Background: an optimization exercise with open tools, aiming at a short achievable clock period and few clock cycles per item. Do not read the settings as production practice.
RTL that was checked went through simulation tests only; none was proved equivalent to the original.
Power figures rest on the tool's default switching activity, not on a simulated workload.

## before
==> flow/design.v <==
`default_nettype none
package wb_pkg;
	localparam int ADDR_W = 32;
	localparam int DATA_W = 64;
	localparam int OFFSET_W = 3;
	localparam int ID_W = 4;
	localparam int LINE_W = ADDR_W + DATA_W;
	typedef logic [ADDR_W-1:0] addr_t;
	typedef logic [DATA_W-1:0] data_t;
	typedef logic [ID_W-1:0] axi_id_t;
	typedef enum logic {
		WBQ_IDLE,	 
		WBQ_READY	 
	} wbq_state_t;
endpackage
`default_nettype wire
`default_nettype none
module wb_subsys (
	input  logic            clk,
	input  logic            rst_n,
	input  logic            evict_i,
	input  wb_pkg::addr_t   evict_addr_i,
	input  wb_pkg::data_t   evict_data_i,
	output logic            evict_afull_o,
	output wb_pkg::axi_id_t awid_o,
	output wb_pkg::addr_t   awaddr_o,
	output logic            awvalid_o,
	input  logic            awready_i,
	output wb_pkg::axi_id_t wid_o,
	output wb_pkg::data_t   wdata_o,
	output logic            wvalid_o,
	input  logic            wready_i
);
	localparam int AW = wb_pkg::ADDR_W - wb_pkg::OFFSET_W;	 
	localparam int LW = AW + wb_pkg::DATA_W;
	logic [LW-1:0] slot0_q;
	logic [LW-1:0] slot1_q;
	logic          wptr_q;	 
	logic          rptr_q;	 
	logic [1:0]    cnt_q;
	logic          empty_q;	 
	logic [1:0]    wen_q;	 
	logic          afull_q;
	logic          ov_q;
	logic [LW-1:0] o_q;
	logic [LW-1:0] in_line;
	logic [LW-1:0] head;
	logic [LW-1:0] src;
	logic          load;
	logic          push;
	logic          pop;
	logic [1:0]    cnt_d;
	logic          wptr_d;
	assign in_line = {evict_addr_i[wb_pkg::ADDR_W-1:wb_pkg::OFFSET_W], evict_data_i};
	assign head    = rptr_q ? slot1_q : slot0_q;
	assign load = !ov_q || (awready_i && wready_i);
	assign src  = empty_q ? in_line : head;
	assign pop  = load && !empty_q;
	assign push = evict_i && !(load && empty_q);
	always_comb begin
		cnt_d = cnt_q;
		if (push && !pop) cnt_d = cnt_q + 1'b1;
		if (pop && !push) cnt_d = cnt_q - 1'b1;
	end
	assign wptr_d = wptr_q ^ push;
	always_ff @(posedge clk) begin
		if (!rst_n) begin
			wptr_q  <= 1'b0;
			rptr_q  <= 1'b0;
			cnt_q   <= '0;
			empty_q <= 1'b1;
			wen_q   <= 2'b01;
			afull_q <= 1'b0;
			ov_q    <= 1'b0;
		end else begin
			wptr_q  <= wptr_d;
			rptr_q  <= rptr_q ^ pop;
			cnt_q   <= cnt_d;
			empty_q <= (cnt_d == 2'd0);
			wen_q   <= (cnt_d == 2'd2) ? 2'b00 : (wptr_d ? 2'b10 : 2'b01);
			afull_q <= (cnt_d != 2'd0);
			if (load) ov_q <= !empty_q || evict_i;
		end
	end
	always_ff @(posedge clk) begin
		if (wen_q[0]) slot0_q <= in_line;
		if (wen_q[1]) slot1_q <= in_line;
	end
	always_ff @(posedge clk) begin
		o_q <= ({LW{load}} & src) | ({LW{!load}} & o_q);
	end
	assign evict_afull_o = afull_q;
	assign awvalid_o     = ov_q;
	assign wvalid_o      = ov_q;
	assign awid_o        = wb_pkg::axi_id_t'(o_q[wb_pkg::DATA_W +: 2]);
	assign wid_o         = wb_pkg::axi_id_t'(o_q[wb_pkg::DATA_W +: 2]);
	assign awaddr_o      = {o_q[wb_pkg::DATA_W +: AW], {wb_pkg::OFFSET_W{1'b0}}};
	assign wdata_o       = o_q[wb_pkg::DATA_W-1:0];
endmodule
`default_nettype wire
clock: 5.5 ns
lec_check: 0
cap_margin: 20
core_margin: 2
core_utilization: 40
setup_slack_margin: 4
slew_margin: 20
run.sh (not shown) runs the stock make flow with config.mk's settings and CLKGATE_MAP_FILE= SYNTH_SCRIPT=/design/flow/synth_recipe.tcl, a recipe that flattens the netlist after the stock synthesis.
Setup changes, before to after
--- a/flow/design.v
+++ b/flow/design.v
@@ -40,12 +40,13 @@
 	logic [1:0]    cnt_q;
 	logic          empty_q;	 
 	logic [1:0]    wen_q;	 
 	logic          afull_q;
 	logic          ov_q;
 	logic [LW-1:0] o_q;
+	logic          rst_q;	 
 	logic [LW-1:0] in_line;
 	logic [LW-1:0] head;
 	logic [LW-1:0] src;
 	logic          load;
 	logic          push;
 	logic          pop;
@@ -84,13 +85,17 @@
 	end
 	always_ff @(posedge clk) begin
 		if (wen_q[0]) slot0_q <= in_line;
 		if (wen_q[1]) slot1_q <= in_line;
 	end
 	always_ff @(posedge clk) begin
-		o_q <= ({LW{load}} & src) | ({LW{!load}} & o_q);
+		rst_q <= rst_n;
+	end
+	always_ff @(posedge clk) begin
+		if (!rst_q) o_q <= '0;
+		else if (load) o_q <= src;
 	end
 	assign evict_afull_o = afull_q;
 	assign awvalid_o     = ov_q;
 	assign wvalid_o      = ov_q;
 	assign awid_o        = wb_pkg::axi_id_t'(o_q[wb_pkg::DATA_W +: 2]);
 	assign wid_o         = wb_pkg::axi_id_t'(o_q[wb_pkg::DATA_W +: 2]);
[summary]
Against before, count of clock-buffer cells in the layout in after rose by a few percent.
[after] number of instances resized during post-cts repair rose about 70% relative to before
Going from before to after, maximum number of pins on one net before global-route repair decreased by 3 relative to the old numbers, cell count shows an increase of about 20%, power in the clock group decreased about 5%.
Between before and after, the flow reports footprint of the multi-input gates increasing by more than half.
Looking at post-route cell area across both flows, after is the weaker of the two, with before ahead.
Layout overhead on the synthesized area was higher in after than in before.
Of before and after, before shows the lower routed wire length, with after above it.
Relative to before, the peak supply drop of after is lower by 6.6%.
Taking before as the reference, in after total power consumption of the routed design decreased 35 uW; total global-route track usage now sits higher.
Min sequential share of layout area across before and after: after
The post-route minimum period in after was lower than what before gave.
Testbench counts of after, summed over its fixed seeds: cycles 16,016, items 16,000.
For before, only the layout was checked, not whether the RTL still works.

[re-timing with driven ports]
Ports are ideal in the flow. The routed layouts listed here were re-timed in OpenROAD.
Step 1 assumes that a clkbuf_16 drives the clock port and a buf_2 every other input.
Step 2 moves the port delays by t, midway between the first and last clock arrival at a register: inputs arrive t later, outputs are due t later. That takes back most of the time a late clock gives input paths.
a / b / c = no drivers / after step 1 / after step 2; a / b = the first two.
| run | shift t [ns] | setup slack, ns | worst setup path at the end | pins driven straight from the clock port |
|---|---|---|---|---|
| before | 0.575 | 3.273 / 3.232 / 3.157 | input to register | 1 |
| after | 0.597 | 3.353 / 3.305 / 3.079 | input to register | 1 |
After both steps setup and hold are still met in every run listed. For after, which loses most, drivers alone change the setup slack by -0.048 ns; drivers and shift together by -0.274 ns.
